This is an optimization exercise on Yosys and OpenROAD, whose aim is small area, a short achievable clock period and few clock cycles, not a production implementation.
No functional check of the RTL was part of this run.
No activity file was given, so power comes from the tool's default toggle rates.

## flow/design.v

```verilog
package pfs_pkg;
  localparam int unsigned SAMPLE_W = 32;
  localparam int unsigned PCM16_W  = 16;
  localparam int unsigned MONO_W   = 32;
  localparam int unsigned LVL_W    = 33;
  localparam int unsigned APB_AW = 3;
  localparam int unsigned APB_DW = 32;
  localparam int unsigned FMT_W  = 3;
  localparam logic REG_FORMAT = 1'b0;
  localparam logic REG_STEREO = 1'b1;
  localparam logic [FMT_W-1:0] FMT_FLOAT32 = 3'd0;
  localparam logic [FMT_W-1:0] FMT_PCM8    = 3'd1;
  localparam logic [FMT_W-1:0] FMT_PCM16   = 3'd2;
  localparam logic [FMT_W-1:0] FMT_PCM24   = 3'd3;
  localparam logic [FMT_W-1:0] FMT_PCM32   = 3'd4;
  localparam logic signed [LVL_W-1:0] LVL_ONE     = {2'b01, 31'b0};
  localparam logic signed [LVL_W-1:0] LVL_NEG_ONE = {2'b11, 31'b0};
  typedef logic signed [LVL_W-1:0] level_t;
endpackage
module pfs_lane (
  input  logic [pfs_pkg::SAMPLE_W-1:0] word_i,
  input  logic [pfs_pkg::FMT_W-1:0]    fmt_i,
  input  logic                         zero_i,
  output pfs_pkg::level_t              level_o
);
  logic [7:0]  ex;
  logic        nan, big, inr;
  logic [31:0] fmag;
  logic [32:0] fsm;
  pfs_pkg::level_t flevel;
  always_comb begin
    ex   = word_i[30:23];
    nan  = (&ex) && (|word_i[22:0]);
    big  = ex[7] || (&ex[6:0]);
    inr  = (ex[7:5] == 3'b011);
    fmag = {1'b1, word_i[22:0], 8'b0} >> (~ex[4:0]);
    if (nan)      fsm = '0;
    else if (big) fsm = {2'b01, 31'b0};
    else if (inr) fsm = {1'b0, fmag};
    else          fsm = '0;
    flevel = word_i[31] ? -$signed(fsm) : $signed(fsm);
  end
  always_comb begin
    level_o = '0;
    if (!zero_i) begin
      case (fmt_i)
        pfs_pkg::FMT_FLOAT32: level_o = flevel;
        pfs_pkg::FMT_PCM8:    level_o = $signed({~word_i[7], ~word_i[7], word_i[6:0], 24'b0});
        pfs_pkg::FMT_PCM16:   level_o = $signed({word_i[15], word_i[15:0], 16'b0});
        pfs_pkg::FMT_PCM24:   level_o = $signed({word_i[23], word_i[23:0], 8'b0});
        pfs_pkg::FMT_PCM32:   level_o = $signed({word_i[31], word_i});
        default:              level_o = '0;
      endcase
    end
  end
endmodule
module pfs_s16 (
  input  pfs_pkg::level_t                    lvl_i,
  output logic signed [pfs_pkg::PCM16_W-1:0] pcm16_o
);
  logic signed [16:0] a;
  logic [15:0]        b;
  logic signed [18:0] d;
  logic               ok, inc;
  logic [15:0]        adj;
  always_comb begin
    a   = lvl_i[32:16];
    b   = lvl_i[15:0];
    d   = $signed({3'b0, b}) - $signed({a, 1'b0});
    ok  = (d >= 19'sd2) || (d == 19'sd1 && b <= 16'd32768) || (d == 19'sd0 && b == 16'd0);
    inc = (d >= 19'sd65538) || (d == 19'sd65537 && !b[15]);
    if (lvl_i[32]) adj = inc ? 16'd2 : 16'd1;
    else           adj = ok ? 16'd0 : 16'hFFFF;
    pcm16_o = a[15:0] + adj;
  end
endmodule
module pfs_merge (
  input  pfs_pkg::level_t                    left_i,
  input  pfs_pkg::level_t                    right_i,
  output logic signed [pfs_pkg::PCM16_W-1:0] left_pcm16_o,
  output logic signed [pfs_pkg::PCM16_W-1:0] right_pcm16_o,
  output logic signed [pfs_pkg::MONO_W-1:0]  mono_o
);
  logic signed [33:0] sum;
  logic signed [32:0] avg;
  pfs_s16 u_l (.lvl_i(left_i),  .pcm16_o(left_pcm16_o));
  pfs_s16 u_r (.lvl_i(right_i), .pcm16_o(right_pcm16_o));
  always_comb begin
    sum = 34'(left_i) + 34'(right_i);
    avg = 33'((sum + 34'(sum[33])) >>> 1);
    if (!avg[32] && avg[31]) mono_o = 32'sh7FFF_FFFF;
    else                     mono_o = avg[31:0];
  end
endmodule
module pcm_frame_to_s16_stereo_mono (
  input  logic                              clk_i,
  input  logic                              rst_ni,
  input  logic                              in_valid,
  output logic                              in_ready,
  input  logic [pfs_pkg::SAMPLE_W-1:0]      in_left_sample,
  input  logic [pfs_pkg::SAMPLE_W-1:0]      in_right_sample,
  input  logic                              in_silent,
  input  logic                              in_end_of_packet,
  output logic                              out_valid,
  input  logic                              out_ready,
  output logic signed [pfs_pkg::PCM16_W-1:0] out_left_pcm16,
  output logic signed [pfs_pkg::PCM16_W-1:0] out_right_pcm16,
  output logic signed [pfs_pkg::MONO_W-1:0]  out_mono_level,
  output logic                              out_last_of_packet,
  input  logic                              psel,
  input  logic                              penable,
  input  logic                              pwrite,
  input  logic [pfs_pkg::APB_AW-1:0]        paddr,
  input  logic [pfs_pkg::APB_DW-1:0]        pwdata,
  output logic [pfs_pkg::APB_DW-1:0]        prdata,
  output logic                              pready
);
  logic [pfs_pkg::FMT_W-1:0] fmt_q;
  logic             stereo_q;
  logic             v_q;
  pfs_pkg::level_t  lvl_l, lvl_r;
  logic [pfs_pkg::SAMPLE_W-1:0] right_word;
  pfs_pkg::level_t  lvl_l_q, lvl_r_q;
  logic             last_q;
  assign pready = 1'b1;
  always_ff @(posedge clk_i or negedge rst_ni) begin
    if (!rst_ni) begin
      fmt_q    <= pfs_pkg::FMT_FLOAT32;
      stereo_q <= 1'b1;
    end else if (psel && penable && pwrite) begin
      if (paddr[2]) stereo_q <= pwdata[0];
      else          fmt_q    <= pwdata[pfs_pkg::FMT_W-1:0];
    end
  end
  assign prdata = paddr[2] ? {{(pfs_pkg::APB_DW-1){1'b0}}, stereo_q}
                           : {{(pfs_pkg::APB_DW-pfs_pkg::FMT_W){1'b0}}, fmt_q};
  assign right_word = stereo_q ? in_right_sample : in_left_sample;
  pfs_lane u_lane_l (.word_i(in_left_sample), .fmt_i(fmt_q), .zero_i(in_silent), .level_o(lvl_l));
  pfs_lane u_lane_r (.word_i(right_word),     .fmt_i(fmt_q), .zero_i(in_silent), .level_o(lvl_r));
  assign in_ready = !v_q || out_ready;
  always_ff @(posedge clk_i or negedge rst_ni) begin
    if (!rst_ni) v_q <= 1'b0;
    else if (in_ready) v_q <= in_valid;
  end
  always_ff @(posedge clk_i) begin
    if (in_ready) begin
      lvl_l_q <= lvl_l;
      lvl_r_q <= lvl_r;
      last_q  <= in_end_of_packet;
    end
  end
  pfs_merge u_merge (
    .left_i       (lvl_l_q),
    .right_i      (lvl_r_q),
    .left_pcm16_o (out_left_pcm16),
    .right_pcm16_o(out_right_pcm16),
    .mono_o       (out_mono_level)
  );
  assign out_valid          = v_q;
  assign out_last_of_packet = last_q;
endmodule
```

## flow/run.sh

```bash
#!/bin/bash
# synth_recipe.tcl (not shown) runs the flow's synth.tcl, then flattens the netlist and writes it again
# the make line also repeats each setting of config.mk as NAME=value (left out here)
make -C /OpenROAD-flow-scripts/flow DESIGN_CONFIG=/design/flow/config.mk WORK_HOME=/design/flow/orfs CLKGATE_MAP_FILE= SYNTH_SCRIPT=/design/flow/synth_recipe.tcl finish
```

## flow/config.mk

```make
export PLATFORM = sky130hd
export DESIGN_NAME = pcm_frame_to_s16_stereo_mono
export DESIGN_NICKNAME = pcm_frame_to_s16_stereo_mono
export VERILOG_FILES = /design/flow/design.v
export SDC_FILE = /design/flow/constraint.sdc
export NUM_CORES = 4
export LEC_CHECK = 0
export CAP_MARGIN = 20
export CORE_MARGIN = 2
export CORE_UTILIZATION = 40
export PLACE_DENSITY = 0.6
export SLEW_MARGIN = 20
```

## flow/constraint.sdc

```tcl
create_clock -name core_clock -period 6.5 [get_ports {clk_i}]
set_input_delay 1.3000 -clock core_clock [delete_from_list [all_inputs] [get_ports {clk_i}]]
set_output_delay 1.3000 -clock core_clock [all_outputs]
set_load 0.01 [all_outputs]
```

==> results.tsv <==
stage	metric	value	unit
worst_setup_path	r2r_end	lvl_r_q[19]	
routing	drc	0	
global_route	grt.overflow.total	0	
synthesis	syn-cell-area	0.0162	mm²
place	finalWeightedCongestion	1.02	
cts	cts_inserted_buffers	9	
global_route	antenna_found_initial	0	
cells_and_area	drive_above_1_share	0.250	
global_route	grt_pass1_wl	102000	µm
cts	clock_latency	0.34	ns
cells_and_area	antennaDiodeCount	0	
floorplanning	fp.dieH	205	µm
floorplanning	coreArea	0.0398	mm²
outcome	so_faults	negative setup slack	
cells_and_area	multiInputGateArea	0.0137	mm²
floorplanning	std_cell_rows	73	
worst_hold_path	hp-class	reg2reg	
sta	finalHoldViolCount	0	
cts	cts.path.max_buffers	2	
cells_and_area	fillCellCount	3909	
routing	avgRoutedWirePerCell	22.9	µm
synthesis	synth_ff_type	edfxtp_1	
synthesis	syn_avg_cell_area	7.65	µm²
worst_setup_path	ff2ff_setup_slack	0.98	ns
place	io_buffers	146	
floorplanning	fp.dieArea	0.0420	mm²
worst_setup_path	path_max_fanout	3	
sta	maxSlewViolCount	0	
cells_and_area	fin_nets	2628	
sta	clock_skew	0.0122	ns
synthesis	synth.yosys.seq_area_share	0.132	
worst_setup_path	ff2ff_path_depth	12	
worst_setup_path	worst_ep_arrival_time	5.42	ns
worst_setup_path	crit_start	lvl_r_q[1]	
sta	setup_violations	11	
routing	drt_iter0_drc	2090	
outcome	status	complete, but fails checks	
routing	vias	18900	
cts	postCtsHoldBufs	0	
floorplanning	die_x	205	µm
cts	clockRootBuffer	clkbuf_16	
cts	cts_max_level	3	
global_route	grt_use_total	0.313	
cells_and_area	syn_to_final_growth	28.9	%
synthesis	ys_types	100	
sta	rsz0062_at_grt	true	
cells_and_area	regArea	0.00214	mm²
floorplanning	start_util	0.406	
synthesis	synth_cells	2112	
sta	fmax	0.149	GHz
synthesis	yosys_warnings	4	
synthesis	synthArstFlopShare	0.0694	
cts	clkTransAtPathRegs	0.06	ns
global_route	grt_max_degree	69	
routing	finalWirelength	68200	µm
worst_setup_path	path_class	reg2out	
worst_setup_path	end_kind	output port	
cts	cts_tree	done	
sta	timing.hold.ws	0.583	ns
sta	min_period_over_period	1.03	
flow_run	drv_cap	0	
place	dp.final_hpwl	53500	µm
cts	cts_sinks	72	
synthesis	synth_edf_count	67	
routing	ant_nets	0	
sta	slew_headroom	0.291	
worst_hold_path	hp-start	fmt_q[0]	
worst_setup_path	start_kind	register	
pwr	vdd_drop_max	0.000140	V
pwr	p_per_area	274	mW/mm²
worst_hold_path	hold-path-endpoint	fmt_q[0]	
routing	via_per_inst	6.35	
global_route	grt_pass1_vias	17800	
floorplanning	ioPinCount	208	
pwr	power	5.71	mW
worst_setup_path	r2r_start	stereo_q	
worst_setup_path	cp_data_required_time	5.20	ns
worst_hold_path	whs_path_depth	1	
sta	fin_ws	-0.217	ns
synthesis	ys_seq_elements	72	
pwr	power.leakage	8.40	nW
sta	worst_pin_slew	1.04	ns
routing	first_pass_iters	10	
sta	period_minus_slack	6.72	ns
-- layout by cell type, fill, tap and decap left out, types with 44 or more instances in the layout --
| cell type | netlist | routed |
|---|---|---|
| xor2_1 | 44 | 44 |
| nor2_1 | 188 | 178 |
| nor3_1 | 63 | 59 |
| o21ai_0 | 119 | 103 |
| mux2_2 | 51 | 51 |
| nand3_1 | 69 | 66 |
| edfxtp_1 | 67 | 67 |
| a21oi_1 | 123 | 113 |
| xnor2_1 | 84 | 76 |
| mux2i_1 | 92 | 88 |
| clkdlybuf4s50_1 | 0 | 85 |
| buf_4 | 34 | 300 |
| inv_1 | 79 | 75 |
| ha_1 | 72 | 66 |
| nand2_1 | 182 | 176 |
-- routing by layer --
layer	vias to the layer above	global-route usage	wire (µm)
met3	231	0.0415	5610
li1	8650	-	-
met4	0	0.168	4090
met2	1080	0.510	31000
met5	-	0	0
met1	8910	0.401	27500
-- power breakdown --
part	internal (mW)	switching, mW
Combinational	1.98	2.54
Clock	0.297	0.190
Sequential	0.598	0.102
-- cell families after synthesis --
| kind of cell | Yosys count | synth area share |
|---|---|---|
| fa+ha+maj | 77 | 0.0620 |
| buf+inv | 249 | 0.0727 |
| xor+xnor | 128 | 0.0694 |
| simple gates | 755 | 0.235 |
| other cells | 2 | 0.000465 |
| mux | 196 | 0.158 |
| flops | 72 | 0.132 |
| compound gates | 633 | 0.270 |
-- synthesized netlist by cell type (20+ instances only) --
library cell,instances,area (µm²)
a211oi_1,28,210
a21o_1,31,233
a21oi_1,123,616
a221oi_1,20,175
a22oi_1,36,270
and2_1,23,144
and3_1,21,131
buf_2,26,130
buf_4,34,255
clkbuf_1,93,349
edfxtp_1,67,2010
ha_1,72,901
inv_1,79,297
mux2_2,51,574
mux2i_1,92,921
mux4_2,31,698
nand2_1,182,683
nand2b_1,37,231
nand3_1,69,345
nand4_1,36,225
nor2_1,188,706
nor2b_1,32,200
nor3_1,63,315
nor4_1,23,144
o211ai_1,21,158
o21a_1,22,165
o21ai_0,119,596
o22ai_1,33,206
o31ai_1,22,165
xnor2_1,84,736
xor2_1,44,385
-- what timing repair did --
| item | CTS | global route |
|---|---|---|
| endpoints found under the setup margin | 61 | 61 |
| gates cloned | 2 | 0 |
| pin swaps | 78 | 67 |
| gates resized for setup | 234 | 85 |
| setup buffers | 36 | 20 |
-- area by class of cell --
| cell class | instances | area share |
|---|---|---|
| clock buffers | 9 | 0.0108 |
| clock inverters | 7 | 0.00343 |
| inverters | 81 | 0.0146 |
| multi-input cells | 1819 | 0.657 |
| flip-flops and latches | 72 | 0.103 |
| well taps | 525 | 0.0315 |
| repair buffers | 460 | 0.179 |
-- worst max path at each step --
| stage | cells after the start | endpoint |
|---|---|---|
| finish | 24 | out_right_pcm16[10] |
| global route | 24 | out_right_pcm16[10] |
| CTS | 24 | out_right_pcm16[15] |
| detailed placement | 21 | out_right_pcm16[10] |
| global placement | 22 | out_right_pcm16[10] |
| floorplan | 22 | out_right_pcm16[15] |
-- flip-flops by register name, indices dropped and copies added (netlist names) --
name / count
last_q: 1
v_q: 1
lvl_l_q: 33
fmt_q: 3
lvl_r_q: 33
stereo_q: 1
-- critical path, stage by stage (launching register included) --
cell      delay (ns)
edfxtp_1        0.40
inv_1           0.08
ha_2            0.18
fa_2            0.20
nor2b_1         0.06
buf_4           0.13
o21a_1          0.18
o21a_1          0.23
buf_6           0.14
o311ai_4        0.25
nor2_1          0.09
a2111o_1        0.38
nor4_4          0.25
o21ai_1         0.12
o21ai_1         0.12
o21ai_1         0.10
o21ai_1         0.16
ha_2            0.21
inv_2           0.05
fa_2            0.39
or3_4           0.39
or4b_4          0.48
o41a_1          0.15
xnor2_2         0.18
buf_2           0.17
-- through the flow --
step	area, µm²	utilization	TNS, ns	std cells	worst slack [ns]
5_1_grt	20800	0.523	-9.21	2973	-0.403
3_3_place_gp	19500	0.490	-8.55	2906	-0.741
3_5_place_dp	19500	0.490	-11.80	2906	-0.854
2_1_floorplan	16300	-	0	2140	0.0269
6_report	20800	0.523	-1.16	2973	-0.217
4_1_cts	20300	0.511	-2.02	2958	-0.399

what the ideal ports hide:
Ports are ideal in the flow. The routed layout listed here was re-timed in OpenROAD.
Step 1 (the two cells are an assumption about what drives the block):
set clk [get_ports {clk_i}]
set_driving_cell -lib_cell sky130_fd_sc_hd__clkbuf_16 $clk
set_driving_cell -lib_cell sky130_fd_sc_hd__buf_2 [delete_from_list [all_inputs] $clk]
Step 2 moves the port delays by t, midway between the first and last clock arrival at a register: inputs arrive t later, outputs are due t later. That takes back most of the time a late clock gives input paths.
Three values: ideal ports, drivers, drivers and shift; two values: the first two.
t (ns): 0.384
setup WS [ns]: -0.217 / -0.263 / 0.121
pins driven straight from the clock port: 1
The setup slack of this run moves by -0.046 ns with the drivers and by +0.338 ns with both steps.
